Context: an optimization exercise on an open-source flow, tuned for small area and a short achievable clock period. The choices shown serve that exercise and are no tape-out recipe. Function was not checked in any run shown here: the RTL went through the layout flow alone. Power and IR drop assume default switching activity.

==> flow/design.v (outline; a module is shown in full before it is edited, if it fits) <==
// module mul_fa: 11 lines
// module mul_enc: 13 lines
// module mul_ha: 10 lines
// module dadda_mul_top: 3374 lines
module dadda_mul_top
(
    input  logic        clk,
    input  logic        arst_n,
    input  logic [31:0] a,
    input  logic [31:0] b,
    output logic [63:0] y
);
  // ...
==> flow/flow/run.sh <==
#!/bin/bash
# standard layout with buf_2 port buffers, a clock tree without dummy loads, and the
# resizer's setup repair aiming for extra slack from placement to clock tree synthesis, for a little
# less after global routing, and for the plain constraints in the rest
set -euo pipefail
P="BUFFER_PORTS_ARGS=-buffer_cell sky130_fd_sc_hd__buf_2"
C="CTS_ARGS=-sink_clustering_enable -repair_clock_nets -dont_use_dummy_load -sink_clustering_size 30 -buf_list {sky130_fd_sc_hd__clkbuf_4 sky130_fd_sc_hd__clkbuf_8}"
bash standard.sh "$P" "$C" SETUP_SLACK_MARGIN=0 floorplan > standard_make_fp.log 2>&1
bash standard.sh "$P" "$C" SETUP_SLACK_MARGIN=14.2 cts > standard_make_cts.log 2>&1
bash standard.sh "$P" "$C" SETUP_SLACK_MARGIN=14.0 grt > standard_make_grt.log 2>&1
bash standard.sh "$P" "$C" SETUP_SLACK_MARGIN=0 finish > standard_make_finish.log 2>&1
==> flow/standard.sh <==
#!/bin/bash
# synth_recipe.tcl (not shown) runs the flow's synth.tcl, then flattens the netlist and writes it again
# the make line also repeats each setting of config.mk as NAME=value (left out here)
make -C /OpenROAD-flow-scripts/flow DESIGN_CONFIG=/design/flow/config.mk WORK_HOME=/design/flow/orfs CLKGATE_MAP_FILE= SYNTH_SCRIPT=/design/flow/synth_recipe.tcl "${@:-finish}"
==> flow/config.mk <==
export PLATFORM = sky130hd
export DESIGN_NAME = dadda_mul_top
export DESIGN_NICKNAME = dadda_mul_top
export VERILOG_FILES = /design/flow/design.v
export SDC_FILE = /design/flow/constraint.sdc
export NUM_CORES = 4
export LEC_CHECK = 0
export ABC_AREA = 1
export ABC_CLOCK_PERIOD_IN_PS = 22000
export CAP_MARGIN = 20
export CORE_MARGIN = 2
export CORE_UTILIZATION = 40
export CTS_BUF_LIST = sky130_fd_sc_hd__clkbuf_4 sky130_fd_sc_hd__clkbuf_8
export PLACE_DENSITY = 0.75
export SLEW_MARGIN = 20
export SYNTH_HIERARCHICAL = 1
export SYNTH_MINIMUM_KEEP_SIZE = 0
==> flow/constraint.sdc <==
create_clock -name core_clock -period 22.0 [get_ports {clk}]
set_input_delay 4.4000 -clock core_clock [delete_from_list [all_inputs] [get_ports {clk}]]
set_output_delay 4.4000 -clock core_clock [all_outputs]
set_load 0.01 [all_outputs]
==> run_results.csv, run 1 <==
group,metric,value,unit
outcome,status,"timing/DRC/antenna clean",
logic_synthesis,synth-xor-area-share,18.37,%
layout,seq_area_share,8.944,%
grt,groute.layer.met2.usage,39.57,%
logic_synthesis,synth_top_cells_by_count,"514 x sky130_fd_sc_hd__fa_1, 511 x sky130_fd_sc_hd__o22ai_1, 493 x sky130_fd_sc_hd__xor2_1",
layout,utilization,44.69,%
layout,largestRegisters,"hx_q x57, hy_q x57, lo_q x7",
route,wl_met3,8476,µm
logic_synthesis,register_bit_total_from_synthesis,123,
route,routedWlPerCell,24.15,µm
layout,area_dominant_class,"multi-input gates",
layout,n_multi_input_combinational_cell,2010,
logic_synthesis,yosys.area_share.simple,4.600,%
logic_synthesis,yosys-top-cells-area,"sky130_fd_sc_hd__fa_1 41%, sky130_fd_sc_hd__xor2_1 17%, sky130_fd_sc_hd__o22ai_1 13%",
logic_synthesis,postSynthCellCount,2528,
place,place_hpwl,60580,µm
route,viasPerCell,6.013,
timing,rsz0062_at_grt,"true",
power_and_ir_drop,power_top_consumer,"combinational cells",
layout,fraction_of_area_in_multi_input_gates,76.90,%
layout,count_of_non_cts_buffers_in_the_layout,227,
grt,grt_max_degree,39,
clocking,cts.path.max_buffers,2,
clocking,cts.hold.buffers_added,0,
timing,worst_slew_margin_rel,35.52,%
clocking,tritoncts,"yes",
worst_setup_path,critPathCaptureType,"flop",
power_and_ir_drop,power_switching,1.907,mW
logic_synthesis,yosys.area_share.adder,45.32,%
power_and_ir_drop,power.clock.fraction,4.2,%
place,io_buffers,129,
timing,timing.fmax,0.1260,GHz
grt,met1_usage,33.26,%
timing,report.final.hold_viol_count,0,
route,drtPass1Iterations,8,
route,dr_total_vias,20430,
floorplan,core-area,0.06183,mm²
route,routed_wirelength,82030,µm
logic_synthesis,ys_seq_area_share,9.838,%
worst_setup_path,critical_path.startpoint_type,"input pin",
logic_synthesis,synth_most_common_cell,"sky130_fd_sc_hd__fa_1",
layout,antennaDiodeCount,3,
clocking,h-tree-depth,4,
layout,stdcell_area,0.02763,mm²
layout,multiInputGateArea,0.02125,mm²
==> run 2, diff against run 1 <==
--- a/flow/design.v
+++ b/flow/design.v
@@ -26,29 +26,16 @@
     input  logic b,
     input  logic c,
     output logic s,
     output logic co
 );
     assign s  = a ^ b ^ c;
     assign co = (a & b) | (a & c) | (b & c);
 endmodule
-module mul_enc
-(
-    input  logic x,
-    input  logic y,
-    input  logic z,
-    output logic one,
-    output logic two,
-    output logic neg
-);
-    assign one = y ^ z;
-    assign two = (x & ~y & ~z) | (~x & y & z);
-    assign neg = x & ~(y & z);
-endmodule
 module mul_ha
 (
     input  logic a,
     input  logic b,
     output logic s,
     output logic co
 );
     assign s  = a ^ b;
@@ -1738,62 +1725,62 @@
     logic lsc1623;
     logic ls1624;
     logic lsc1625;
     assign bo0 = b[0];
     assign bt0 = b[1] & ~b[0];
     assign bn0 = b[1];
     assign bo1 = b[2] ^ b[1];
     assign bt1 = (b[3] & ~b[2] & ~b[1]) | (~b[3] & b[2] & b[1]);
-    assign bn1 = (b[3] & ~b[2]) | (b[3] & ~b[1]);
+    assign bn1 = b[3] & ~(b[2] & b[1]);
     assign bo2 = b[4] ^ b[3];
     assign bt2 = (b[5] & ~b[4] & ~b[3]) | (~b[5] & b[4] & b[3]);
-    assign bn2 = (b[5] & ~b[4]) | (b[5] & ~b[3]);
+    assign bn2 = b[5] & ~(b[4] & b[3]);
     assign bo3 = b[6] ^ b[5];
     assign bt3 = (b[7] & ~b[6] & ~b[5]) | (~b[7] & b[6] & b[5]);
-    assign bn3 = (b[7] & ~b[6]) | (b[7] & ~b[5]);
+    assign bn3 = b[7] & ~(b[6] & b[5]);
     assign bo4 = b[8] ^ b[7];
     assign bt4 = (b[9] & ~b[8] & ~b[7]) | (~b[9] & b[8] & b[7]);
-    assign bn4 = (b[9] & ~b[8]) | (b[9] & ~b[7]);
+    assign bn4 = b[9] & ~(b[8] & b[7]);
     assign bo5 = b[10] ^ b[9];
     assign bt5 = (b[11] & ~b[10] & ~b[9]) | (~b[11] & b[10] & b[9]);
-    assign bn5 = (b[11] & ~b[10]) | (b[11] & ~b[9]);
+    assign bn5 = b[11] & ~(b[10] & b[9]);
     assign bo6 = b[12] ^ b[11];
     assign bt6 = (b[13] & ~b[12] & ~b[11]) | (~b[13] & b[12] & b[11]);
-    assign bn6 = (b[13] & ~b[12]) | (b[13] & ~b[11]);
+    assign bn6 = b[13] & ~(b[12] & b[11]);
     assign bo7 = b[14] ^ b[13];
     assign bt7 = (b[15] & ~b[14] & ~b[13]) | (~b[15] & b[14] & b[13]);
-    assign bn7 = (b[15] & ~b[14]) | (b[15] & ~b[13]);
+    assign bn7 = b[15] & ~(b[14] & b[13]);
     assign bo8 = b[16] ^ b[15];
     assign bt8 = (b[17] & ~b[16] & ~b[15]) | (~b[17] & b[16] & b[15]);
-    assign bn8 = (b[17] & ~b[16]) | (b[17] & ~b[15]);
+    assign bn8 = b[17] & ~(b[16] & b[15]);
     assign bo9 = b[18] ^ b[17];
     assign bt9 = (b[19] & ~b[18] & ~b[17]) | (~b[19] & b[18] & b[17]);
-    assign bn9 = (b[19] & ~b[18]) | (b[19] & ~b[17]);
+    assign bn9 = b[19] & ~(b[18] & b[17]);
     assign bo10 = b[20] ^ b[19];
     assign bt10 = (b[21] & ~b[20] & ~b[19]) | (~b[21] & b[20] & b[19]);
-    assign bn10 = (b[21] & ~b[20]) | (b[21] & ~b[19]);
+    assign bn10 = b[21] & ~(b[20] & b[19]);
     assign bo11 = b[22] ^ b[21];
     assign bt11 = (b[23] & ~b[22] & ~b[21]) | (~b[23] & b[22] & b[21]);
-    assign bn11 = (b[23] & ~b[22]) | (b[23] & ~b[21]);
+    assign bn11 = b[23] & ~(b[22] & b[21]);
     assign bo12 = b[24] ^ b[23];
     assign bt12 = (b[25] & ~b[24] & ~b[23]) | (~b[25] & b[24] & b[23]);
-    assign bn12 = (b[25] & ~b[24]) | (b[25] & ~b[23]);
+    assign bn12 = b[25] & ~(b[24] & b[23]);
     assign bo13 = b[26] ^ b[25];
     assign bt13 = (b[27] & ~b[26] & ~b[25]) | (~b[27] & b[26] & b[25]);
-    assign bn13 = (b[27] & ~b[26]) | (b[27] & ~b[25]);
+    assign bn13 = b[27] & ~(b[26] & b[25]);
     assign bo14 = b[28] ^ b[27];
     assign bt14 = (b[29] & ~b[28] & ~b[27]) | (~b[29] & b[28] & b[27]);
-    assign bn14 = (b[29] & ~b[28]) | (b[29] & ~b[27]);
+    assign bn14 = b[29] & ~(b[28] & b[27]);
     assign bo15 = b[30] ^ b[29];
     assign bt15 = (b[31] & ~b[30] & ~b[29]) | (~b[31] & b[30] & b[29]);
-    assign bn15 = (b[31] & ~b[30]) | (b[31] & ~b[29]);
+    assign bn15 = b[31] & ~(b[30] & b[29]);
     logic [31:0] bu0;
-    assign bu0 = a ^ {32{bn0}};
-    assign pp1 = (bo0 & bu0[0]) | (bt0 & bn0);
+    assign bu0 = a ^ {32{b[1]}};
+    assign pp1 = (bo0 & bu0[0]) | (bt0 & b[1]);
     assign pp2 = (bo0 & bu0[1]) | (bt0 & bu0[0]);
     assign pp3 = (bo0 & bu0[2]) | (bt0 & bu0[1]);
     assign pp4 = (bo0 & bu0[3]) | (bt0 & bu0[2]);
     assign pp5 = (bo0 & bu0[4]) | (bt0 & bu0[3]);
     assign pp6 = (bo0 & bu0[5]) | (bt0 & bu0[4]);
     assign pp7 = (bo0 & bu0[6]) | (bt0 & bu0[5]);
     assign pp8 = (bo0 & bu0[7]) | (bt0 & bu0[6]);
     assign pp9 = (bo0 & bu0[8]) | (bt0 & bu0[7]);
@@ -1815,21 +1802,21 @@
     assign pp25 = (bo0 & bu0[24]) | (bt0 & bu0[23]);
     assign pp26 = (bo0 & bu0[25]) | (bt0 & bu0[24]);
     assign pp27 = (bo0 & bu0[26]) | (bt0 & bu0[25]);
     assign pp28 = (bo0 & bu0[27]) | (bt0 & bu0[26]);
     assign pp29 = (bo0 & bu0[28]) | (bt0 & bu0[27]);
     assign pp30 = (bo0 & bu0[29]) | (bt0 & bu0[28]);
     assign pp31 = (bo0 & bu0[30]) | (bt0 & bu0[29]);
     assign pp32 = (bo0 & bu0[31]) | (bt0 & bu0[30]);
-    assign pp33 = (bo0 & bn0) | (bt0 & bu0[31]);
+    assign pp33 = (bo0 & b[1]) | (bt0 & bu0[31]);
     assign ns34 = ~bn0;
     logic [31:0] bu1;
-    assign bu1 = a ^ {32{bn1}};
-    assign pp35 = (bo1 & bu1[0]) | (bt1 & bn1);
+    assign bu1 = a ^ {32{b[3]}};
+    assign pp35 = (bo1 & bu1[0]) | (bt1 & b[3]);
     assign pp36 = (bo1 & bu1[1]) | (bt1 & bu1[0]);
     assign pp37 = (bo1 & bu1[2]) | (bt1 & bu1[1]);
     assign pp38 = (bo1 & bu1[3]) | (bt1 & bu1[2]);
     assign pp39 = (bo1 & bu1[4]) | (bt1 & bu1[3]);
     assign pp40 = (bo1 & bu1[5]) | (bt1 & bu1[4]);
     assign pp41 = (bo1 & bu1[6]) | (bt1 & bu1[5]);
     assign pp42 = (bo1 & bu1[7]) | (bt1 & bu1[6]);
     assign pp43 = (bo1 & bu1[8]) | (bt1 & bu1[7]);
@@ -1851,21 +1838,21 @@
     assign pp59 = (bo1 & bu1[24]) | (bt1 & bu1[23]);
     assign pp60 = (bo1 & bu1[25]) | (bt1 & bu1[24]);
     assign pp61 = (bo1 & bu1[26]) | (bt1 & bu1[25]);
     assign pp62 = (bo1 & bu1[27]) | (bt1 & bu1[26]);
     assign pp63 = (bo1 & bu1[28]) | (bt1 & bu1[27]);
     assign pp64 = (bo1 & bu1[29]) | (bt1 & bu1[28]);
     assign pp65 = (bo1 & bu1[30]) | (bt1 & bu1[29]);
     assign pp66 = (bo1 & bu1[31]) | (bt1 & bu1[30]);
-    assign pp67 = (bo1 & bn1) | (bt1 & bu1[31]);
+    assign pp67 = (bo1 & b[3]) | (bt1 & bu1[31]);
     assign ns68 = ~bn1;
     logic [31:0] bu2;
-    assign bu2 = a ^ {32{bn2}};
-    assign pp69 = (bo2 & bu2[0]) | (bt2 & bn2);
+    assign bu2 = a ^ {32{b[5]}};
+    assign pp69 = (bo2 & bu2[0]) | (bt2 & b[5]);
     assign pp70 = (bo2 & bu2[1]) | (bt2 & bu2[0]);
     assign pp71 = (bo2 & bu2[2]) | (bt2 & bu2[1]);
     assign pp72 = (bo2 & bu2[3]) | (bt2 & bu2[2]);
     assign pp73 = (bo2 & bu2[4]) | (bt2 & bu2[3]);
     assign pp74 = (bo2 & bu2[5]) | (bt2 & bu2[4]);
     assign pp75 = (bo2 & bu2[6]) | (bt2 & bu2[5]);
     assign pp76 = (bo2 & bu2[7]) | (bt2 & bu2[6]);
     assign pp77 = (bo2 & bu2[8]) | (bt2 & bu2[7]);
@@ -1887,21 +1874,21 @@
     assign pp93 = (bo2 & bu2[24]) | (bt2 & bu2[23]);
     assign pp94 = (bo2 & bu2[25]) | (bt2 & bu2[24]);
     assign pp95 = (bo2 & bu2[26]) | (bt2 & bu2[25]);
     assign pp96 = (bo2 & bu2[27]) | (bt2 & bu2[26]);
     assign pp97 = (bo2 & bu2[28]) | (bt2 & bu2[27]);
     assign pp98 = (bo2 & bu2[29]) | (bt2 & bu2[28]);
     assign pp99 = (bo2 & bu2[30]) | (bt2 & bu2[29]);
     assign pp100 = (bo2 & bu2[31]) | (bt2 & bu2[30]);
-    assign pp101 = (bo2 & bn2) | (bt2 & bu2[31]);
+    assign pp101 = (bo2 & b[5]) | (bt2 & bu2[31]);
     assign ns102 = ~bn2;
     logic [31:0] bu3;
-    assign bu3 = a ^ {32{bn3}};
-    assign pp103 = (bo3 & bu3[0]) | (bt3 & bn3);
+    assign bu3 = a ^ {32{b[7]}};
+    assign pp103 = (bo3 & bu3[0]) | (bt3 & b[7]);
     assign pp104 = (bo3 & bu3[1]) | (bt3 & bu3[0]);
     assign pp105 = (bo3 & bu3[2]) | (bt3 & bu3[1]);
     assign pp106 = (bo3 & bu3[3]) | (bt3 & bu3[2]);
     assign pp107 = (bo3 & bu3[4]) | (bt3 & bu3[3]);
     assign pp108 = (bo3 & bu3[5]) | (bt3 & bu3[4]);
     assign pp109 = (bo3 & bu3[6]) | (bt3 & bu3[5]);
     assign pp110 = (bo3 & bu3[7]) | (bt3 & bu3[6]);
     assign pp111 = (bo3 & bu3[8]) | (bt3 & bu3[7]);
@@ -1923,21 +1910,21 @@
     assign pp127 = (bo3 & bu3[24]) | (bt3 & bu3[23]);
     assign pp128 = (bo3 & bu3[25]) | (bt3 & bu3[24]);
     assign pp129 = (bo3 & bu3[26]) | (bt3 & bu3[25]);
     assign pp130 = (bo3 & bu3[27]) | (bt3 & bu3[26]);
     assign pp131 = (bo3 & bu3[28]) | (bt3 & bu3[27]);
     assign pp132 = (bo3 & bu3[29]) | (bt3 & bu3[28]);
     assign pp133 = (bo3 & bu3[30]) | (bt3 & bu3[29]);
     assign pp134 = (bo3 & bu3[31]) | (bt3 & bu3[30]);
-    assign pp135 = (bo3 & bn3) | (bt3 & bu3[31]);
+    assign pp135 = (bo3 & b[7]) | (bt3 & bu3[31]);
     assign ns136 = ~bn3;
     logic [31:0] bu4;
-    assign bu4 = a ^ {32{bn4}};
-    assign pp137 = (bo4 & bu4[0]) | (bt4 & bn4);
+    assign bu4 = a ^ {32{b[9]}};
+    assign pp137 = (bo4 & bu4[0]) | (bt4 & b[9]);
     assign pp138 = (bo4 & bu4[1]) | (bt4 & bu4[0]);
     assign pp139 = (bo4 & bu4[2]) | (bt4 & bu4[1]);
     assign pp140 = (bo4 & bu4[3]) | (bt4 & bu4[2]);
     assign pp141 = (bo4 & bu4[4]) | (bt4 & bu4[3]);
     assign pp142 = (bo4 & bu4[5]) | (bt4 & bu4[4]);
     assign pp143 = (bo4 & bu4[6]) | (bt4 & bu4[5]);
     assign pp144 = (bo4 & bu4[7]) | (bt4 & bu4[6]);
     assign pp145 = (bo4 & bu4[8]) | (bt4 & bu4[7]);
@@ -1959,21 +1946,21 @@
     assign pp161 = (bo4 & bu4[24]) | (bt4 & bu4[23]);
     assign pp162 = (bo4 & bu4[25]) | (bt4 & bu4[24]);
     assign pp163 = (bo4 & bu4[26]) | (bt4 & bu4[25]);
     assign pp164 = (bo4 & bu4[27]) | (bt4 & bu4[26]);
     assign pp165 = (bo4 & bu4[28]) | (bt4 & bu4[27]);
     assign pp166 = (bo4 & bu4[29]) | (bt4 & bu4[28]);
     assign pp167 = (bo4 & bu4[30]) | (bt4 & bu4[29]);
     assign pp168 = (bo4 & bu4[31]) | (bt4 & bu4[30]);
-    assign pp169 = (bo4 & bn4) | (bt4 & bu4[31]);
+    assign pp169 = (bo4 & b[9]) | (bt4 & bu4[31]);
     assign ns170 = ~bn4;
     logic [31:0] bu5;
-    assign bu5 = a ^ {32{bn5}};
-    assign pp171 = (bo5 & bu5[0]) | (bt5 & bn5);
+    assign bu5 = a ^ {32{b[11]}};
+    assign pp171 = (bo5 & bu5[0]) | (bt5 & b[11]);
     assign pp172 = (bo5 & bu5[1]) | (bt5 & bu5[0]);
     assign pp173 = (bo5 & bu5[2]) | (bt5 & bu5[1]);
     assign pp174 = (bo5 & bu5[3]) | (bt5 & bu5[2]);
     assign pp175 = (bo5 & bu5[4]) | (bt5 & bu5[3]);
     assign pp176 = (bo5 & bu5[5]) | (bt5 & bu5[4]);
     assign pp177 = (bo5 & bu5[6]) | (bt5 & bu5[5]);
     assign pp178 = (bo5 & bu5[7]) | (bt5 & bu5[6]);
     assign pp179 = (bo5 & bu5[8]) | (bt5 & bu5[7]);
@@ -1995,21 +1982,21 @@
     assign pp195 = (bo5 & bu5[24]) | (bt5 & bu5[23]);
     assign pp196 = (bo5 & bu5[25]) | (bt5 & bu5[24]);
     assign pp197 = (bo5 & bu5[26]) | (bt5 & bu5[25]);
     assign pp198 = (bo5 & bu5[27]) | (bt5 & bu5[26]);
     assign pp199 = (bo5 & bu5[28]) | (bt5 & bu5[27]);
     assign pp200 = (bo5 & bu5[29]) | (bt5 & bu5[28]);
     assign pp201 = (bo5 & bu5[30]) | (bt5 & bu5[29]);
     assign pp202 = (bo5 & bu5[31]) | (bt5 & bu5[30]);
-    assign pp203 = (bo5 & bn5) | (bt5 & bu5[31]);
+    assign pp203 = (bo5 & b[11]) | (bt5 & bu5[31]);
     assign ns204 = ~bn5;
     logic [31:0] bu6;
-    assign bu6 = a ^ {32{bn6}};
-    assign pp205 = (bo6 & bu6[0]) | (bt6 & bn6);
+    assign bu6 = a ^ {32{b[13]}};
+    assign pp205 = (bo6 & bu6[0]) | (bt6 & b[13]);
     assign pp206 = (bo6 & bu6[1]) | (bt6 & bu6[0]);
     assign pp207 = (bo6 & bu6[2]) | (bt6 & bu6[1]);
     assign pp208 = (bo6 & bu6[3]) | (bt6 & bu6[2]);
     assign pp209 = (bo6 & bu6[4]) | (bt6 & bu6[3]);
     assign pp210 = (bo6 & bu6[5]) | (bt6 & bu6[4]);
     assign pp211 = (bo6 & bu6[6]) | (bt6 & bu6[5]);
     assign pp212 = (bo6 & bu6[7]) | (bt6 & bu6[6]);
     assign pp213 = (bo6 & bu6[8]) | (bt6 & bu6[7]);
@@ -2031,21 +2018,21 @@
     assign pp229 = (bo6 & bu6[24]) | (bt6 & bu6[23]);
     assign pp230 = (bo6 & bu6[25]) | (bt6 & bu6[24]);
     assign pp231 = (bo6 & bu6[26]) | (bt6 & bu6[25]);
     assign pp232 = (bo6 & bu6[27]) | (bt6 & bu6[26]);
     assign pp233 = (bo6 & bu6[28]) | (bt6 & bu6[27]);
     assign pp234 = (bo6 & bu6[29]) | (bt6 & bu6[28]);
     assign pp235 = (bo6 & bu6[30]) | (bt6 & bu6[29]);
     assign pp236 = (bo6 & bu6[31]) | (bt6 & bu6[30]);
-    assign pp237 = (bo6 & bn6) | (bt6 & bu6[31]);
+    assign pp237 = (bo6 & b[13]) | (bt6 & bu6[31]);
     assign ns238 = ~bn6;
     logic [31:0] bu7;
-    assign bu7 = a ^ {32{bn7}};
-    assign pp239 = (bo7 & bu7[0]) | (bt7 & bn7);
+    assign bu7 = a ^ {32{b[15]}};
+    assign pp239 = (bo7 & bu7[0]) | (bt7 & b[15]);
     assign pp240 = (bo7 & bu7[1]) | (bt7 & bu7[0]);
     assign pp241 = (bo7 & bu7[2]) | (bt7 & bu7[1]);
     assign pp242 = (bo7 & bu7[3]) | (bt7 & bu7[2]);
     assign pp243 = (bo7 & bu7[4]) | (bt7 & bu7[3]);
     assign pp244 = (bo7 & bu7[5]) | (bt7 & bu7[4]);
     assign pp245 = (bo7 & bu7[6]) | (bt7 & bu7[5]);
     assign pp246 = (bo7 & bu7[7]) | (bt7 & bu7[6]);
     assign pp247 = (bo7 & bu7[8]) | (bt7 & bu7[7]);
@@ -2067,21 +2054,21 @@
     assign pp263 = (bo7 & bu7[24]) | (bt7 & bu7[23]);
     assign pp264 = (bo7 & bu7[25]) | (bt7 & bu7[24]);
     assign pp265 = (bo7 & bu7[26]) | (bt7 & bu7[25]);
     assign pp266 = (bo7 & bu7[27]) | (bt7 & bu7[26]);
     assign pp267 = (bo7 & bu7[28]) | (bt7 & bu7[27]);
     assign pp268 = (bo7 & bu7[29]) | (bt7 & bu7[28]);
     assign pp269 = (bo7 & bu7[30]) | (bt7 & bu7[29]);
     assign pp270 = (bo7 & bu7[31]) | (bt7 & bu7[30]);
-    assign pp271 = (bo7 & bn7) | (bt7 & bu7[31]);
+    assign pp271 = (bo7 & b[15]) | (bt7 & bu7[31]);
     assign ns272 = ~bn7;
     logic [31:0] bu8;
-    assign bu8 = a ^ {32{bn8}};
-    assign pp273 = (bo8 & bu8[0]) | (bt8 & bn8);
+    assign bu8 = a ^ {32{b[17]}};
+    assign pp273 = (bo8 & bu8[0]) | (bt8 & b[17]);
     assign pp274 = (bo8 & bu8[1]) | (bt8 & bu8[0]);
     assign pp275 = (bo8 & bu8[2]) | (bt8 & bu8[1]);
     assign pp276 = (bo8 & bu8[3]) | (bt8 & bu8[2]);
     assign pp277 = (bo8 & bu8[4]) | (bt8 & bu8[3]);
     assign pp278 = (bo8 & bu8[5]) | (bt8 & bu8[4]);
     assign pp279 = (bo8 & bu8[6]) | (bt8 & bu8[5]);
     assign pp280 = (bo8 & bu8[7]) | (bt8 & bu8[6]);
     assign pp281 = (bo8 & bu8[8]) | (bt8 & bu8[7]);
@@ -2103,21 +2090,21 @@
     assign pp297 = (bo8 & bu8[24]) | (bt8 & bu8[23]);
     assign pp298 = (bo8 & bu8[25]) | (bt8 & bu8[24]);
     assign pp299 = (bo8 & bu8[26]) | (bt8 & bu8[25]);
     assign pp300 = (bo8 & bu8[27]) | (bt8 & bu8[26]);
     assign pp301 = (bo8 & bu8[28]) | (bt8 & bu8[27]);
     assign pp302 = (bo8 & bu8[29]) | (bt8 & bu8[28]);
     assign pp303 = (bo8 & bu8[30]) | (bt8 & bu8[29]);
     assign pp304 = (bo8 & bu8[31]) | (bt8 & bu8[30]);
-    assign pp305 = (bo8 & bn8) | (bt8 & bu8[31]);
+    assign pp305 = (bo8 & b[17]) | (bt8 & bu8[31]);
     assign ns306 = ~bn8;
     logic [31:0] bu9;
-    assign bu9 = a ^ {32{bn9}};
-    assign pp307 = (bo9 & bu9[0]) | (bt9 & bn9);
+    assign bu9 = a ^ {32{b[19]}};
+    assign pp307 = (bo9 & bu9[0]) | (bt9 & b[19]);
     assign pp308 = (bo9 & bu9[1]) | (bt9 & bu9[0]);
     assign pp309 = (bo9 & bu9[2]) | (bt9 & bu9[1]);
     assign pp310 = (bo9 & bu9[3]) | (bt9 & bu9[2]);
     assign pp311 = (bo9 & bu9[4]) | (bt9 & bu9[3]);
     assign pp312 = (bo9 & bu9[5]) | (bt9 & bu9[4]);
     assign pp313 = (bo9 & bu9[6]) | (bt9 & bu9[5]);
     assign pp314 = (bo9 & bu9[7]) | (bt9 & bu9[6]);
     assign pp315 = (bo9 & bu9[8]) | (bt9 & bu9[7]);
@@ -2139,21 +2126,21 @@
     assign pp331 = (bo9 & bu9[24]) | (bt9 & bu9[23]);
     assign pp332 = (bo9 & bu9[25]) | (bt9 & bu9[24]);
     assign pp333 = (bo9 & bu9[26]) | (bt9 & bu9[25]);
     assign pp334 = (bo9 & bu9[27]) | (bt9 & bu9[26]);
     assign pp335 = (bo9 & bu9[28]) | (bt9 & bu9[27]);
     assign pp336 = (bo9 & bu9[29]) | (bt9 & bu9[28]);
     assign pp337 = (bo9 & bu9[30]) | (bt9 & bu9[29]);
     assign pp338 = (bo9 & bu9[31]) | (bt9 & bu9[30]);
-    assign pp339 = (bo9 & bn9) | (bt9 & bu9[31]);
+    assign pp339 = (bo9 & b[19]) | (bt9 & bu9[31]);
     assign ns340 = ~bn9;
     logic [31:0] bu10;
-    assign bu10 = a ^ {32{bn10}};
-    assign pp341 = (bo10 & bu10[0]) | (bt10 & bn10);
+    assign bu10 = a ^ {32{b[21]}};
+    assign pp341 = (bo10 & bu10[0]) | (bt10 & b[21]);
     assign pp342 = (bo10 & bu10[1]) | (bt10 & bu10[0]);
     assign pp343 = (bo10 & bu10[2]) | (bt10 & bu10[1]);
     assign pp344 = (bo10 & bu10[3]) | (bt10 & bu10[2]);
     assign pp345 = (bo10 & bu10[4]) | (bt10 & bu10[3]);
     assign pp346 = (bo10 & bu10[5]) | (bt10 & bu10[4]);
     assign pp347 = (bo10 & bu10[6]) | (bt10 & bu10[5]);
     assign pp348 = (bo10 & bu10[7]) | (bt10 & bu10[6]);
     assign pp349 = (bo10 & bu10[8]) | (bt10 & bu10[7]);
@@ -2175,21 +2162,21 @@
     assign pp365 = (bo10 & bu10[24]) | (bt10 & bu10[23]);
     assign pp366 = (bo10 & bu10[25]) | (bt10 & bu10[24]);
     assign pp367 = (bo10 & bu10[26]) | (bt10 & bu10[25]);
     assign pp368 = (bo10 & bu10[27]) | (bt10 & bu10[26]);
     assign pp369 = (bo10 & bu10[28]) | (bt10 & bu10[27]);
     assign pp370 = (bo10 & bu10[29]) | (bt10 & bu10[28]);
     assign pp371 = (bo10 & bu10[30]) | (bt10 & bu10[29]);
     assign pp372 = (bo10 & bu10[31]) | (bt10 & bu10[30]);
-    assign pp373 = (bo10 & bn10) | (bt10 & bu10[31]);
+    assign pp373 = (bo10 & b[21]) | (bt10 & bu10[31]);
     assign ns374 = ~bn10;
     logic [31:0] bu11;
-    assign bu11 = a ^ {32{bn11}};
-    assign pp375 = (bo11 & bu11[0]) | (bt11 & bn11);
+    assign bu11 = a ^ {32{b[23]}};
+    assign pp375 = (bo11 & bu11[0]) | (bt11 & b[23]);
     assign pp376 = (bo11 & bu11[1]) | (bt11 & bu11[0]);
     assign pp377 = (bo11 & bu11[2]) | (bt11 & bu11[1]);
     assign pp378 = (bo11 & bu11[3]) | (bt11 & bu11[2]);
     assign pp379 = (bo11 & bu11[4]) | (bt11 & bu11[3]);
     assign pp380 = (bo11 & bu11[5]) | (bt11 & bu11[4]);
     assign pp381 = (bo11 & bu11[6]) | (bt11 & bu11[5]);
     assign pp382 = (bo11 & bu11[7]) | (bt11 & bu11[6]);
     assign pp383 = (bo11 & bu11[8]) | (bt11 & bu11[7]);
@@ -2211,21 +2198,21 @@
     assign pp399 = (bo11 & bu11[24]) | (bt11 & bu11[23]);
     assign pp400 = (bo11 & bu11[25]) | (bt11 & bu11[24]);
     assign pp401 = (bo11 & bu11[26]) | (bt11 & bu11[25]);
     assign pp402 = (bo11 & bu11[27]) | (bt11 & bu11[26]);
     assign pp403 = (bo11 & bu11[28]) | (bt11 & bu11[27]);
     assign pp404 = (bo11 & bu11[29]) | (bt11 & bu11[28]);
     assign pp405 = (bo11 & bu11[30]) | (bt11 & bu11[29]);
     assign pp406 = (bo11 & bu11[31]) | (bt11 & bu11[30]);
-    assign pp407 = (bo11 & bn11) | (bt11 & bu11[31]);
+    assign pp407 = (bo11 & b[23]) | (bt11 & bu11[31]);
     assign ns408 = ~bn11;
     logic [31:0] bu12;
-    assign bu12 = a ^ {32{bn12}};
-    assign pp409 = (bo12 & bu12[0]) | (bt12 & bn12);
+    assign bu12 = a ^ {32{b[25]}};
+    assign pp409 = (bo12 & bu12[0]) | (bt12 & b[25]);
     assign pp410 = (bo12 & bu12[1]) | (bt12 & bu12[0]);
     assign pp411 = (bo12 & bu12[2]) | (bt12 & bu12[1]);
     assign pp412 = (bo12 & bu12[3]) | (bt12 & bu12[2]);
     assign pp413 = (bo12 & bu12[4]) | (bt12 & bu12[3]);
     assign pp414 = (bo12 & bu12[5]) | (bt12 & bu12[4]);
     assign pp415 = (bo12 & bu12[6]) | (bt12 & bu12[5]);
     assign pp416 = (bo12 & bu12[7]) | (bt12 & bu12[6]);
     assign pp417 = (bo12 & bu12[8]) | (bt12 & bu12[7]);
@@ -2247,21 +2234,21 @@
     assign pp433 = (bo12 & bu12[24]) | (bt12 & bu12[23]);
     assign pp434 = (bo12 & bu12[25]) | (bt12 & bu12[24]);
     assign pp435 = (bo12 & bu12[26]) | (bt12 & bu12[25]);
     assign pp436 = (bo12 & bu12[27]) | (bt12 & bu12[26]);
     assign pp437 = (bo12 & bu12[28]) | (bt12 & bu12[27]);
     assign pp438 = (bo12 & bu12[29]) | (bt12 & bu12[28]);
     assign pp439 = (bo12 & bu12[30]) | (bt12 & bu12[29]);
     assign pp440 = (bo12 & bu12[31]) | (bt12 & bu12[30]);
-    assign pp441 = (bo12 & bn12) | (bt12 & bu12[31]);
+    assign pp441 = (bo12 & b[25]) | (bt12 & bu12[31]);
     assign ns442 = ~bn12;
     logic [31:0] bu13;
-    assign bu13 = a ^ {32{bn13}};
-    assign pp443 = (bo13 & bu13[0]) | (bt13 & bn13);
+    assign bu13 = a ^ {32{b[27]}};
+    assign pp443 = (bo13 & bu13[0]) | (bt13 & b[27]);
     assign pp444 = (bo13 & bu13[1]) | (bt13 & bu13[0]);
     assign pp445 = (bo13 & bu13[2]) | (bt13 & bu13[1]);
     assign pp446 = (bo13 & bu13[3]) | (bt13 & bu13[2]);
     assign pp447 = (bo13 & bu13[4]) | (bt13 & bu13[3]);
     assign pp448 = (bo13 & bu13[5]) | (bt13 & bu13[4]);
     assign pp449 = (bo13 & bu13[6]) | (bt13 & bu13[5]);
     assign pp450 = (bo13 & bu13[7]) | (bt13 & bu13[6]);
     assign pp451 = (bo13 & bu13[8]) | (bt13 & bu13[7]);
@@ -2283,21 +2270,21 @@
     assign pp467 = (bo13 & bu13[24]) | (bt13 & bu13[23]);
     assign pp468 = (bo13 & bu13[25]) | (bt13 & bu13[24]);
     assign pp469 = (bo13 & bu13[26]) | (bt13 & bu13[25]);
     assign pp470 = (bo13 & bu13[27]) | (bt13 & bu13[26]);
     assign pp471 = (bo13 & bu13[28]) | (bt13 & bu13[27]);
     assign pp472 = (bo13 & bu13[29]) | (bt13 & bu13[28]);
     assign pp473 = (bo13 & bu13[30]) | (bt13 & bu13[29]);
     assign pp474 = (bo13 & bu13[31]) | (bt13 & bu13[30]);
-    assign pp475 = (bo13 & bn13) | (bt13 & bu13[31]);
+    assign pp475 = (bo13 & b[27]) | (bt13 & bu13[31]);
     assign ns476 = ~bn13;
     logic [31:0] bu14;
-    assign bu14 = a ^ {32{bn14}};
-    assign pp477 = (bo14 & bu14[0]) | (bt14 & bn14);
+    assign bu14 = a ^ {32{b[29]}};
+    assign pp477 = (bo14 & bu14[0]) | (bt14 & b[29]);
     assign pp478 = (bo14 & bu14[1]) | (bt14 & bu14[0]);
     assign pp479 = (bo14 & bu14[2]) | (bt14 & bu14[1]);
     assign pp480 = (bo14 & bu14[3]) | (bt14 & bu14[2]);
     assign pp481 = (bo14 & bu14[4]) | (bt14 & bu14[3]);
     assign pp482 = (bo14 & bu14[5]) | (bt14 & bu14[4]);
     assign pp483 = (bo14 & bu14[6]) | (bt14 & bu14[5]);
     assign pp484 = (bo14 & bu14[7]) | (bt14 & bu14[6]);
     assign pp485 = (bo14 & bu14[8]) | (bt14 & bu14[7]);
@@ -2319,21 +2306,21 @@
     assign pp501 = (bo14 & bu14[24]) | (bt14 & bu14[23]);
     assign pp502 = (bo14 & bu14[25]) | (bt14 & bu14[24]);
     assign pp503 = (bo14 & bu14[26]) | (bt14 & bu14[25]);
     assign pp504 = (bo14 & bu14[27]) | (bt14 & bu14[26]);
     assign pp505 = (bo14 & bu14[28]) | (bt14 & bu14[27]);
     assign pp506 = (bo14 & bu14[29]) | (bt14 & bu14[28]);
     assign pp507 = (bo14 & bu14[30]) | (bt14 & bu14[29]);
     assign pp508 = (bo14 & bu14[31]) | (bt14 & bu14[30]);
-    assign pp509 = (bo14 & bn14) | (bt14 & bu14[31]);
+    assign pp509 = (bo14 & b[29]) | (bt14 & bu14[31]);
     assign ns510 = ~bn14;
     logic [31:0] bu15;
-    assign bu15 = a ^ {32{bn15}};
-    assign pp511 = (bo15 & bu15[0]) | (bt15 & bn15);
+    assign bu15 = a ^ {32{b[31]}};
+    assign pp511 = (bo15 & bu15[0]) | (bt15 & b[31]);
     assign pp512 = (bo15 & bu15[1]) | (bt15 & bu15[0]);
     assign pp513 = (bo15 & bu15[2]) | (bt15 & bu15[1]);
     assign pp514 = (bo15 & bu15[3]) | (bt15 & bu15[2]);
     assign pp515 = (bo15 & bu15[4]) | (bt15 & bu15[3]);
     assign pp516 = (bo15 & bu15[5]) | (bt15 & bu15[4]);
     assign pp517 = (bo15 & bu15[6]) | (bt15 & bu15[5]);
     assign pp518 = (bo15 & bu15[7]) | (bt15 & bu15[6]);
     assign pp519 = (bo15 & bu15[8]) | (bt15 & bu15[7]);
@@ -2355,17 +2342,17 @@
     assign pp535 = (bo15 & bu15[24]) | (bt15 & bu15[23]);
     assign pp536 = (bo15 & bu15[25]) | (bt15 & bu15[24]);
     assign pp537 = (bo15 & bu15[26]) | (bt15 & bu15[25]);
     assign pp538 = (bo15 & bu15[27]) | (bt15 & bu15[26]);
     assign pp539 = (bo15 & bu15[28]) | (bt15 & bu15[27]);
     assign pp540 = (bo15 & bu15[29]) | (bt15 & bu15[28]);
     assign pp541 = (bo15 & bu15[30]) | (bt15 & bu15[29]);
     assign pp542 = (bo15 & bu15[31]) | (bt15 & bu15[30]);
-    assign pp543 = (bo15 & bn15) | (bt15 & bu15[31]);
+    assign pp543 = (bo15 & b[31]) | (bt15 & bu15[31]);
     assign ns544 = ~bn15;
     assign pl545 = b[31] & a[0];
     assign pl546 = b[31] & a[1];
     assign pl547 = b[31] & a[2];
     assign pl548 = b[31] & a[3];
     assign pl549 = b[31] & a[4];
     assign pl550 = b[31] & a[5];
     assign pl551 = b[31] & a[6];
==> flow/flow/run.sh (replaced) <==
#!/bin/bash
# standard layout with buf_2 port buffers; the resizer's setup repair aims for extra slack
# up to clock tree synthesis, and only for the plain constraints after global routing
set -euo pipefail
P="BUFFER_PORTS_ARGS=-buffer_cell sky130_fd_sc_hd__buf_2"
bash standard.sh "$P" SETUP_SLACK_MARGIN=13.9 cts > standard_make_cts.log 2>&1
bash standard.sh "$P" SETUP_SLACK_MARGIN=0 finish > standard_make_finish.log 2>&1
--- a/flow/config.mk
+++ b/flow/config.mk
@@ -6,12 +6,11 @@
 export NUM_CORES = 4
 export LEC_CHECK = 0
 export ABC_AREA = 1
 export ABC_CLOCK_PERIOD_IN_PS = 22000
 export CAP_MARGIN = 20
 export CORE_MARGIN = 2
 export CORE_UTILIZATION = 40
 export CTS_BUF_LIST = sky130_fd_sc_hd__clkbuf_4 sky130_fd_sc_hd__clkbuf_8
-export PLACE_DENSITY = 0.75
 export SLEW_MARGIN = 20
 export SYNTH_HIERARCHICAL = 1
 export SYNTH_MINIMUM_KEEP_SIZE = 0
==> run 2 against run 1 <==
Against the previous run:
- final cell count down 0.53%
- wire length up 13%
- final area down 0.44%
- critical endpoint is now hy_q[28]
==> run_results.csv, run 2 <==
group,metric,value,unit
grt,groute.usage.overall,28.91,%
worst_setup_path,critPathCaptureType,"flop",
logic_synthesis,netlist.top_cell.by_area,"sky130_fd_sc_hd__fa_1",
clocking,h-tree-depth,4,
floorplan,core-area,0.06274,mm²
worst_setup_path,crit_path_max_fanout,35,
logic_synthesis,ys_seq_area_share,9.764,%
logic_synthesis,syn-cell-area,0.02527,mm²
logic_synthesis,post-synth-top-area-fraction,40.72,%
layout,final_net_count,3231,
floorplan,die_height,255.4,µm
timing,period_needed,8.230,ns
timing,rsz0062_at_grt,"false",
job,max-cap-violations,0,
clocking,cts_buffers,17,
timing,worst_slew_margin_rel,40.19,%
clocking,cts_num_sinks,123,
worst_setup_path,timing.critical_path.required,22.45,ns
worst_setup_path,cp_slowest_stage_delay,0.52,ns
route,drtPass1Iterations,5,
layout,largestRegisters,"hx_q x57, hy_q x57, lo_q x7",
clocking,cts.path.max_buffers,2,
timing,timing.hold.ws,3.581,ns
timing,finalSetupTns,0,ns
power_and_ir_drop,p_leak,11.04,nW
timing,worst-slew-pin-transition,0.8938,ns
logic_synthesis,dominant_combinational_cell_family_by_area_after_synthesis,"adder cells",
timing,timing.fmax,0.1215,GHz
logic_synthesis,synth.distinct_cells,37,
layout,regArea,0.002469,mm²
logic_synthesis,share_of_synthesized_flip_flops_with_an_asynchronous_set_or_reset,0.8130,%
logic_synthesis,yosys-top-cells-area,"sky130_fd_sc_hd__fa_1 41%, sky130_fd_sc_hd__xnor2_1 17%, sky130_fd_sc_hd__o22ai_1 13%",
logic_synthesis,synth.area.mux_share,0,%
floorplan,floorplan.rows,92,
outcome,status,"timing/DRC/antenna clean",
route,viasPerCell,6.007,
place,placed_cell_area,0.02636,mm²
route,routedWlPerCell,27.39,µm
layout,mostFrequentLayoutCell,"sky130_fd_sc_hd__fa_1",
place,detailedPlace.worstSlack,12.56,ns
layout,flow.area_growth_from_synthesis,8.853,%
timing,report.final.hold_viol_count,0,
logic_synthesis,synth_edf_count,0,
logic_synthesis,synth_top_cells_by_count,"514 x sky130_fd_sc_hd__fa_1, 510 x sky130_fd_sc_hd__o22ai_1, 480 x sky130_fd_sc_hd__xnor2_1",
grt,grt.overflow.total,0,
place,numPlacedInstances,3317,
layout,final_layout_size_suffix_gt1_share,12.56,%
timing,report.final.slew_viol_count,0,
clocking,tritoncts,"yes",
logic_synthesis,yosys.area_share.adder,47.30,%
floorplan,top_level_ports,130,
layout,multiInputGateArea,0.02119,mm²
power_and_ir_drop,p_total,3.929,mW
logic_synthesis,synth-xor-area-share,17.09,%
layout,layout.filler_cells,6025,
timing,total_setup_violations_reported_at_the_end_of_the_flow,0,
hold_path,min_delay_worst_type,"in2async",
route,routed_wirelength,92560,µm
logic_synthesis,synth_warnings,7,
logic_synthesis,syn_nets,3228,
grt,antenna_found_initial,3,
route,antenna_violating_nets_post_route,0,
route,drc,0,
clocking,clkTransAtPathRegs,0.08,ns
logic_synthesis,yosys.area_share.simple,4.402,%
clocking,cts.root.buffer_cell,"sky130_fd_sc_hd__clkbuf_8",
logic_synthesis,synth_compound_gate_area_share,14.57,%
logic_synthesis,postSynthAreaPerCell,10.05,µm²
layout,stdcell_area,0.02751,mm²
grt,grt_pass1_vias,21930,
worst_setup_path,critical_path_class,"in2reg",
power_and_ir_drop,power.density,142.8,mW/mm²
route,dr_total_vias,20300,
floorplan,die-area,0.06520,mm²
worst_setup_path,most_used_cell_along_the_critical_path,"sky130_fd_sc_hd__fa_1",
grt,grt_pass1_wl,139800,µm
logic_synthesis,synth_most_common_cell,"sky130_fd_sc_hd__fa_1",
power_and_ir_drop,vdd_ir_drop_max,0.08652,mV
layout,commonest_non_fill_non_tap_cells_in_the_layout,"512 x sky130_fd_sc_hd__fa_1, 501 x sky130_fd_sc_hd__o22ai_1, 480 x sky130_fd_sc_hd__xnor2_1",
logic_synthesis,register_bit_total_from_synthesis,123,
worst_setup_path,critPathArrivalTime,8.68,ns
route,drt_iter0_drc,2022,
timing,setup_slack,13.77,ns
place,finalWeightedCongestion,0.9638,
layout,post_layout_nonfiller_instances,3379,
timing,final_period_utilization,37.41,%
logic_synthesis,postSynthCellCount,2515,
place,io_buffers,129,
layout,utilization,43.85,%
worst_setup_path,path_cells,"buf_8 -> ha_1 -> clkinvlp_4 -> buf_4 -> o22ai_1 -> fa_1 -> fa_1 -> fa_1 -> fa_1 -> fa_1 -> fa_1",
floorplan,die-width,255.4,µm
worst_setup_path,critical_path.startpoint_type,"input pin",
place,place_hpwl,72470,µm
logic_synthesis,dominantRegCellSynth,"sky130_fd_sc_hd__dfxtp_1",
floorplan,initial_core_util,40.28,%
worst_setup_path,cp_slowest_cell,"sky130_fd_sc_hd__fa_1",
grt,grt_max_degree,41,
clocking,cts.hold.buffers_added,0,
run 2: changes by cell type after synthesis, moves of 3 or more:
| cell | before | now |
|---|---|---|
| sky130_fd_sc_hd__a21oi_2 | 1 | 4 |
| sky130_fd_sc_hd__buf_1 | 6 | 2 |
| sky130_fd_sc_hd__buf_2 | 72 | 125 |
| sky130_fd_sc_hd__buf_4 | 44 | 0 |
| sky130_fd_sc_hd__ha_1 | 86 | 133 |
| sky130_fd_sc_hd__inv_1 | 176 | 188 |
| sky130_fd_sc_hd__nand2_1 | 177 | 108 |
| sky130_fd_sc_hd__nand2_4 | 3 | 8 |
| sky130_fd_sc_hd__nor2_1 | 44 | 68 |
| sky130_fd_sc_hd__nor2_4 | 0 | 3 |
| sky130_fd_sc_hd__o21ai_0 | 45 | 33 |
| sky130_fd_sc_hd__xnor2_1 | 33 | 480 |
| sky130_fd_sc_hd__xor2_1 | 493 | 13 |
run 2: cell families after synthesis:
kind of cell | count (synthesis)
other cells | 1
simple gates | 236
buf+inv | 418
fa+ha+maj | 647
xor+xnor | 493
flops | 123
compound gates | 597
run 2: final timing paths:
| kind | end | depth (start not counted) | from |
|---|---|---|---|
| max in group asynchronous | vld_q | 1 | arst_n |
| min | vld_q | 1 | arst_n |
| min in group core_clock | hx_q[56] | 5 | b[30] |
| max | hy_q[28] | 11 | b[9] |
run 2: worst max-delay path: cells and delay by family:
kind / cells / cell delay, ns
adder cells (fa/ha/maj): 7 / 3.13
AO/OA/AOI/OAI: 1 / 0.30
buffers and inverters: 3 / 0.80
run 2: Yosys stat by module (local to each module, per instance):
| module | area, µm² | flops+latches | cells |
|---|---|---|---|
| mul_ha | 12.51 | 0 | 1 |
| mul_fa | 20.02 | 0 | 1 |
| dadda_mul_top | 15160 | 123 | 1998 |
run 2: report_power, final:
group          internal, mW  switching (mW)  total [mW]  leakage [nW]
clock network         0.136           0.112       0.248         0.227
logic                  1.38            1.82        3.21          9.78
registers             0.408          0.0672       0.475          1.04
run 2: final cells by class:
cell class	count	share of cell area, %
antenna	2	0.01819
clock buffer	18	0.8779
clock inverter	14	0.7960
inverter	192	2.852
multi-input combinational	1974	77.03
sequential	123	8.974
tap	846	3.848
timing repair buffer	209	5.586
timing repair inverter	1	0.01819
run 2: per-layer routing:
| metal | track usage (%) | wire (µm) | vias to the layer above |
|---|---|---|---|
| li1 | - | - | 8545 |
| met1 | 36.28 | 35690 | 10400 |
| met2 | 46.57 | 43580 | 1101 |
| met3 | 7.768 | 8861 | 255 |
| met4 | 13.14 | 4406 | 2 |
| met5 | 0 | 13 | - |
run 2: repair_timing:
action                                  in CTS  in global routing
setup buffers                               25                  0
resized for setup                           93                  0
endpoints found under the setup margin      70                  0
==> run 3, diff against run 2 <==
--- a/flow/flow/run.sh
+++ b/flow/flow/run.sh
@@ -4,4 +4,4 @@
 set -euo pipefail
 P="BUFFER_PORTS_ARGS=-buffer_cell sky130_fd_sc_hd__buf_2"
-bash standard.sh "$P" SETUP_SLACK_MARGIN=13.9 cts > standard_make_cts.log 2>&1
+bash standard.sh "$P" SETUP_SLACK_MARGIN=14.2 cts > standard_make_cts.log 2>&1
 bash standard.sh "$P" SETUP_SLACK_MARGIN=0 finish > standard_make_finish.log 2>&1
==> run 3 against run 2 <==
Against the previous run:
- combinational power shrank 4%
- wire length shrank 6.5%
- still clean on timing, DRC and antenna
- total power shrank 4.0%
- largest cell class unchanged
- final cell count grew 0.12%
- hold slack gained 0.017 ns
- sequential power grew 0.8%
- largest power group unchanged
- clock power shrank 17%
- maximum frequency grew 3.6%
- synthesized area is the same
- die area is the same
==> run_results.csv, run 3 <==
group,metric,value,unit
worst_setup_path,cp_slowest_cell,"sky130_fd_sc_hd__fa_1",
clocking,clkTransAtPathRegs,0.08,ns
place,finalWeightedCongestion,0.9749,
logic_synthesis,netlist.top_cell.by_area,"sky130_fd_sc_hd__fa_1",
timing,period_needed,7.947,ns
layout,final_net_count,3234,
logic_synthesis,synth_edf_count,0,
timing,finalSetupTns,0,ns
grt,grt.overflow.total,0,
place,place_hpwl,65840,µm
worst_setup_path,critPathArrivalTime,8.39,ns
logic_synthesis,syn-cell-area,0.02527,mm²
clocking,cts_buffers,17,
layout,flow.area_growth_from_synthesis,12.48,%
clocking,cts.hold.buffers_added,0,
floorplan,core-area,0.06274,mm²
clocking,cts.path.max_buffers,2,
worst_setup_path,worst_path_bufs_invs,5,
floorplan,die_height,255.4,µm
logic_synthesis,postSynthCellCount,2515,
worst_setup_path,critPathCaptureType,"flop",
worst_setup_path,path_cells,"buf_2 -> buf_12 -> inv_1 -> nor2_4 -> nand2_2 -> nand2_1 -> inv_1 -> buf_8 -> o22ai_1 -> fa_1 -> fa_1 -> fa_1 -> fa_1 -> fa_1 -> fa_1",
route,viasPerCell,5.870,
timing,timing.hold.ws,3.598,ns
timing,final_period_utilization,36.12,%
timing,timing.fmax,0.1258,GHz
route,drc,0,
worst_setup_path,critical_path.startpoint_type,"input pin",
grt,grt_pass1_wl,132600,µm
logic_synthesis,yosys-top-cells-area,"sky130_fd_sc_hd__fa_1 41%, sky130_fd_sc_hd__xnor2_1 17%, sky130_fd_sc_hd__o22ai_1 13%",
route,antenna_violating_nets_post_route,0,
route,routedWlPerCell,25.57,µm
logic_synthesis,synth_warnings,7,
route,drtPass1Iterations,5,
layout,commonest_non_fill_non_tap_cells_in_the_layout,"486 x sky130_fd_sc_hd__fa_1, 461 x sky130_fd_sc_hd__o22ai_1, 438 x sky130_fd_sc_hd__xnor2_1",
clocking,cts.root.buffer_cell,"sky130_fd_sc_hd__clkbuf_8",
timing,total_setup_violations_reported_at_the_end_of_the_flow,0,
route,routed_wirelength,86500,µm
worst_setup_path,timing.critical_path.max_delay_family,"adder cells",
timing,report.final.slew_viol_count,0,
floorplan,die-width,255.4,µm
grt,grt_max_degree,39,
logic_synthesis,post-synth-top-area-fraction,40.72,%
logic_synthesis,ys_seq_area_share,9.764,%
timing,worst-slew-pin-transition,0.9438,ns
floorplan,top_level_ports,130,
clocking,cts_num_sinks,123,
worst_setup_path,critical_path_class,"in2reg",
power_and_ir_drop,p_leak,11.39,nW
timing,report.final.hold_viol_count,0,
layout,regArea,0.002472,mm²
worst_setup_path,most_used_cell_along_the_critical_path,"sky130_fd_sc_hd__fa_1",
power_and_ir_drop,power.density,132.7,mW/mm²
clocking,h-tree-depth,4,
outcome,status,"timing/DRC/antenna clean",
logic_synthesis,share_of_synthesized_flip_flops_with_an_asynchronous_set_or_reset,0.8130,%
logic_synthesis,synth.distinct_cells,37,
logic_synthesis,register_bit_total_from_synthesis,123,
grt,grt_pass1_vias,22140,
logic_synthesis,synth_most_common_cell,"sky130_fd_sc_hd__fa_1",
route,drt_iter0_drc,1557,
layout,multiInputGateArea,0.02191,mm²
floorplan,initial_core_util,40.28,%
floorplan,die-area,0.06520,mm²
layout,final_layout_size_suffix_gt1_share,18.19,%
layout,largestRegisters,"hx_q x57, hy_q x57, lo_q x7",
floorplan,floorplan.rows,92,
layout,layout.filler_cells,5865,
place,io_buffers,129,
worst_setup_path,timing.critical_path.required,22.44,ns
timing,worst_slew_margin_rel,37.08,%
grt,groute.usage.overall,27.03,%
worst_setup_path,cp_slowest_stage_delay,0.55,ns
hold_path,min_delay_worst_type,"in2async",
logic_synthesis,postSynthAreaPerCell,10.05,µm²
worst_setup_path,crit_path_max_fanout,32,
layout,mostFrequentLayoutCell,"sky130_fd_sc_hd__fa_1",
job,max-cap-violations,0,
logic_synthesis,dominantRegCellSynth,"sky130_fd_sc_hd__dfxtp_1",
logic_synthesis,syn_nets,3228,
timing,rsz0062_at_grt,"false",
logic_synthesis,synth_top_cells_by_count,"514 x sky130_fd_sc_hd__fa_1, 510 x sky130_fd_sc_hd__o22ai_1, 480 x sky130_fd_sc_hd__xnor2_1",
route,dr_total_vias,19860,
power_and_ir_drop,vdd_ir_drop_max,0.09377,mV
grt,antenna_found_initial,4,
clocking,tritoncts,"yes",
==> run 3: changes by cell type in the layout (fill, tap and decap cells not counted), sizes merged <==
cell      change
clkbuf        +1
buf           -5
bufbuf        +3
diode         +1
clkinvlp      +8
bufinv        -4
==> run 3: cells by family after synthesis <==
logic type	synth area share, %
xor gates and xnor gates	17.09
adders and majority gates	47.30
other	0.01484
AOI/OAI and AO/OA	14.57
and+or+nand+nor	4.402
DFF	9.764
buffers and inverters	6.857
==> run 3: Yosys stat by module, one instance, submodules excluded <==
module | flops+latches | times used | cells
mul_ha | 0 | 32 | 1
mul_fa | 0 | 485 | 1
dadda_mul_top | 123 | 1 | 1998
==> run 3: report_power, final <==
group	leakage [nW]	internal [mW]	total, mW	switching (mW)
clock	0.179	0.0936	0.207	0.114
sequential	1.04	0.409	0.479	0.0708
combinational	10.2	1.39	3.09	1.69
total	11.4	1.89	3.77	1.88
==> run 3: through the flow <==
| stage | total power [mW] | util [%] | cells | setup slack [ns] | area [µm²] |
|---|---|---|---|---|---|
| 3_5_place_dp | 3.505 | 42.82 | 3295 | 12.46 | 26860 |
| 5_1_grt | 4.263 | 45.30 | 3381 | 13.87 | 28420 |
| 6_report | 3.773 | 45.31 | 3383 | 14.05 | 28420 |
| 2_1_floorplan | 2.633 | - | 2515 | 14.10 | 26330 |
| 4_1_cts | 3.844 | 45.27 | 3379 | 14.00 | 28400 |
| 3_3_place_gp | 3.434 | 42.82 | 3295 | 12.50 | 26860 |
==> run 3: area by class of cell <==
class | instances | area share (%)
Multi-Input combinational cell | 1974 | 77.07
Sequential cell | 123 | 8.698
Timing Repair Buffer | 207 | 6.018
Tap cell | 846 | 3.724
Inverter | 192 | 2.980
Clock buffer | 19 | 0.8980
Clock inverter | 13 | 0.4226
Timing Repair inverter | 6 | 0.1585
Antenna cell | 3 | 0.02641
==> run 3: routing by layer <==
metal  GRT usage, %  share of wire [%]  vias to the layer above  wire, µm
li1               -                  -                     8557         -
met1          32.30                 39                    10160     33650
met2          45.61                 49                      867     42140
met3          6.706                7.6                      268      6543
met4          12.94                4.8                        8      4118
met5              0              0.053                        -        46
==> run 3: final timing paths <==
kind	start	endpoint	slack [ns]	cells after the start
hold / removal	arst_n	vld_q	3.60	1
max in group asynchronous	arst_n	vld_q	18.31	1
min in group core_clock	b[30]	hx_q[56]	4.45	5
setup / recovery	b[19]	hy_q[28]	14.05	15
==> run 3: timing repair <==
action                     in CTS  in global routing
setup buffers                  41                  0
gates resized for setup       139                  0
setup endpoints to repair     103                  0
==> run 4, diff against run 3 <==
==> flow/flow/run.sh (replaced) <==
#!/bin/bash
# standard layout with buf_2 port buffers, a clock tree without dummy loads, and the
# resizer's setup repair aiming for extra slack from placement to clock tree synthesis, for a little
# less after global routing, and for the plain constraints in the rest
set -euo pipefail
P="BUFFER_PORTS_ARGS=-buffer_cell sky130_fd_sc_hd__buf_2"
C="CTS_ARGS=-sink_clustering_enable -repair_clock_nets -dont_use_dummy_load -sink_clustering_size 30 -buf_list {sky130_fd_sc_hd__clkbuf_4 sky130_fd_sc_hd__clkbuf_8}"
bash standard.sh "$P" "$C" SETUP_SLACK_MARGIN=0 floorplan > standard_make_fp.log 2>&1
bash standard.sh "$P" "$C" SETUP_SLACK_MARGIN=13.9 cts > standard_make_cts.log 2>&1
bash standard.sh "$P" "$C" SETUP_SLACK_MARGIN=13.7 grt > standard_make_grt.log 2>&1
bash standard.sh "$P" "$C" SETUP_SLACK_MARGIN=0 finish > standard_make_finish.log 2>&1
--- a/flow/config.mk
+++ b/flow/config.mk
@@ -12,4 +12,5 @@
 export CORE_UTILIZATION = 40
 export CTS_BUF_LIST = sky130_fd_sc_hd__clkbuf_4 sky130_fd_sc_hd__clkbuf_8
+export PLACE_DENSITY = 0.75
 export SLEW_MARGIN = 20
 export SYNTH_HIERARCHICAL = 1
==> run 4 against run 3 <==
Against the previous run:
- still clean
- sequential share of layout area is 0.40 points higher
- critical path depth decreased by 3
- total power decreased by 3.3%
- die area unchanged
- clock power down 24%
- hold slack gained 0.012 ns
- non-clock buffer count fell by 15
==> run_results.csv, run 4 <==
group,metric,value,unit
outcome,status,"timing/DRC/antenna clean",
logic_synthesis,synth_warnings,7,
timing,worst_slew_margin_rel,42.86,%
timing,finalSetupTns,0,ns
logic_synthesis,post-synth-top-area-fraction,40.72,%
hold_path,min_delay_worst_type,"in2async",
grt,grt_max_degree,41,
worst_setup_path,worst-path-stages,12,
logic_synthesis,synth.distinct_cells,37,
logic_synthesis,synth.area.mux_share,0,%
worst_setup_path,timing.critical_path.required,22.43,ns
grt,most_used_routing_layer_in_global_routing,"met2",
layout,multiInputGateArea,0.02119,mm²
logic_synthesis,postSynthAreaPerCell,10.05,µm²
grt,antenna_found_initial,8,
grt,met1_usage,31.61,%
clocking,cts_num_sinks,123,
floorplan,core-area,0.06274,mm²
power_and_ir_drop,power.density,134.5,mW/mm²
job,max-cap-violations,0,
worst_setup_path,path_cells,"buf_6 -> inv_1 -> nor2_1 -> nand2_1 -> nand2_1 -> clkinvlp_2 -> o22ai_1 -> fa_1 -> fa_1 -> fa_1 -> fa_1 -> fa_1",
logic_synthesis,netlist.top_cell.by_area,"sky130_fd_sc_hd__fa_1",
layout,utilization,43.22,%
route,drtPass1Iterations,7,
route,drt_iter0_drc,2412,
logic_synthesis,yosys.area_share.adder,47.30,%
layout,final_net_count,3226,
layout,flow.area_growth_from_synthesis,7.288,%
place,place_hpwl,61990,µm
logic_synthesis,register_bit_total_from_synthesis,123,
timing,total_setup_violations_reported_at_the_end_of_the_flow,0,
logic_synthesis,syn_nets,3228,
grt,grt_pass1_vias,20710,
clocking,clkTransAtPathRegs,0.07,ns
worst_setup_path,cp_slowest_stage_delay,0.56,ns
worst_setup_path,timing.critical_path.max_delay_family,"adder cells",
place,finalWeightedCongestion,1.041,
logic_synthesis,ys_seq_area_share,9.764,%
logic_synthesis,yosys.area_share.simple,4.402,%
logic_synthesis,synth_compound_gate_area_share,14.57,%
floorplan,die-area,0.06520,mm²
timing,report.final.hold_viol_count,0,
logic_synthesis,dominantRegCellSynth,"sky130_fd_sc_hd__dfxtp_1",
clocking,h-tree-depth,4,
timing,timing.fmax,0.1211,GHz
floorplan,die-width,255.4,µm
floorplan,die_height,255.4,µm
logic_synthesis,postSynthCellCount,2515,
worst_setup_path,critPathArrivalTime,8.69,ns
layout,mostFrequentLayoutCell,"sky130_fd_sc_hd__fa_1",
route,dr_total_vias,20090,
floorplan,top_level_ports,130,
floorplan,initial_core_util,40.28,%
logic_synthesis,synth-xor-area-share,17.09,%
logic_synthesis,synth_edf_count,0,
worst_setup_path,cp_slowest_cell,"sky130_fd_sc_hd__clkinvlp_2",
worst_setup_path,most_used_cell_along_the_critical_path,"sky130_fd_sc_hd__fa_1",
layout,final_layout_size_suffix_gt1_share,11.95,%
logic_synthesis,syn-cell-area,0.02527,mm²
worst_setup_path,crit_path_max_fanout,35,
timing,final_period_utilization,37.54,%
logic_synthesis,synth_most_common_cell,"sky130_fd_sc_hd__fa_1",
worst_setup_path,worst_path_bufs_invs,3,
layout,layout.filler_cells,5961,
grt,grt_pass1_wl,123700,µm
grt,grt.overflow.total,0,
logic_synthesis,dominant_combinational_cell_family_by_area_after_synthesis,"adder cells",
clocking,cts.hold.buffers_added,0,
grt,groute.usage.overall,24.97,%
logic_synthesis,synth_top_cells_by_count,"514 x sky130_fd_sc_hd__fa_1, 510 x sky130_fd_sc_hd__o22ai_1, 480 x sky130_fd_sc_hd__xnor2_1",
layout,commonest_non_fill_non_tap_cells_in_the_layout,"513 x sky130_fd_sc_hd__fa_1, 495 x sky130_fd_sc_hd__o22ai_1, 480 x sky130_fd_sc_hd__xnor2_1",
layout,regArea,0.002467,mm²
worst_setup_path,critical_path_class,"in2reg",
layout,largestRegisters,"hx_q x57, hy_q x57, lo_q x7",
clocking,cts_buffers,17,
power_and_ir_drop,p_leak,10.80,nW
worst_setup_path,worst_setup_path_startpoint,"b[5]",
floorplan,floorplan.rows,92,
grt,groute.layer.met3.usage,8.532,%
grt,groute.layer.met2.usage,38.20,%
logic_synthesis,yosys-top-cells-area,"sky130_fd_sc_hd__fa_1 41%, sky130_fd_sc_hd__xnor2_1 17%, sky130_fd_sc_hd__o22ai_1 13%",
timing,period_needed,8.259,ns
power_and_ir_drop,vdd_ir_drop_max,0.06578,mV
logic_synthesis,share_of_synthesized_flip_flops_with_an_asynchronous_set_or_reset,0.8130,%
route,drc,0,
worst_setup_path,critical_path.startpoint_type,"input pin",
clocking,tritoncts,"yes",
worst_setup_path,critPathCaptureType,"flop",
clocking,cts.path.max_buffers,2,
worst_setup_path,crit_path_end,"hy_q[13]",
clocking,cts.root.buffer_cell,"sky130_fd_sc_hd__clkbuf_8",
route,antenna_violating_nets_post_route,0,
route,viasPerCell,5.978,
timing,report.final.slew_viol_count,0,
timing,rsz0062_at_grt,"true",
route,routedWlPerCell,23.94,µm
route,routed_wirelength,80470,µm
place,io_buffers,129,
timing,worst-slew-pin-transition,0.8571,ns
-- run 4: what timing repair did --
action,4_1_cts,5_1_grt
cloned,12,1
gates resized for setup,65,19
endpoints found under the hold margin,0,0
setup endpoints to repair,66,28
buffers inserted,15,13
-- run 4: logic make-up (layout without fill, tap and decap cells) --
family                   count (synthesis)  in the layout
XOR/XNOR                               493            493
flip-flops                             123            123
AND/OR/NAND/NOR                        236            236
AO/OA/AOI/OAI                          597            597
adder cells (fa/ha/maj)                647            647
buffers and inverters                  418            414
other                                    1              5
-- run 4: how the worst min path moves through the flow --
| stage | to | slack, ns | start | depth (start not counted) |
|---|---|---|---|---|
| detailed placement | vld_q | 4.18 | arst_n | 1 |
| CTS | vld_q | 3.53 | arst_n | 1 |
| floorplan | vld_q | 4.10 | arst_n | 0 |
| finish | vld_q | 3.61 | arst_n | 1 |
| global route | vld_q | 3.57 | arst_n | 1 |
| global placement | vld_q | 4.18 | arst_n | 1 |
-- run 4: power by group --
| group | internal [mW] | switching [mW] |
|---|---|---|
| logic | 1.33 | 1.69 |
| clock network | 0.0675 | 0.0897 |
| registers | 0.408 | 0.0601 |
| total | 1.80 | 1.84 |
-- run 4: metrics by stage --
stage	instances	cell area [µm²]	hold slack, ns	total power, mW	setup WS [ns]
final	3361	27110	3.610	3.647	13.74
after CTS	3343	26910	3.533	3.683	13.86
after detailed placement	3299	26230	4.177	3.479	12.43
after global placement	3299	26230	4.177	3.349	12.50
after floorplan	2515	25270	4.104	2.580	13.86
after global routing	3359	27110	3.569	4.119	13.68
-- run 4: layer usage --
layer / vias up / wire [µm]
li1: 8521 / -
met1: 9904 / 30110
met2: 1397 / 35930
met3: 257 / 10220
met4: 12 / 4136
met5: - / 76
-- run 4: area by class of cell --
class	count	area share, %
inverters	192	2.921
clock buffers	17	0.8630
well taps	846	3.904
diodes	4	0.03692
repair inverters	13	0.3138
multi-input cells	1974	78.14
flip-flops and latches	123	9.101
repair buffers	192	4.721
-- run 4: Yosys stat by module (local to each module, per instance) --
module / cells / flip-flops and latches / times used / cell area [µm²]
dadda_mul_top: 1998 / 123 / 1 / 15160
mul_fa: 1 / 0 / 485 / 20.02
mul_ha: 1 / 0 / 32 / 12.51

[static timing again, ports no longer ideal]
In the flow no input, the clock included, has a driving cell. The finished layouts below were timed again as built, in two steps. Step 1 assumes that a clkbuf_16 drives the clock port and a buf_2 every other input. Step 2 also shifts input and output timing later by t, the mid clock arrival at the registers, as if the neighbouring blocks saw the same clock. Slacks: no drivers / after step 1 / after step 2; pairs: no drivers / after step 1.
| run | shift t [ns] | slack for setup (ns) | worst setup path at the end |
|---|---|---|---|
| run 1 | 0.587 | 14.066 / 14.038 / 13.451 | input to register |
| run 2 | 0.629 | 13.770 / 13.774 / 13.145 | input to register |
| run 3 | 0.616 | 14.053 / 14.043 / 13.443 | input to register |
| run 4 | 0.611 | 13.741 / 13.730 / 13.119 | input to register |
After both steps setup and hold are still met in every run listed. The setup slack of run 2, which loses most, moves by +0.004 ns with the drivers and by -0.625 ns with both steps.
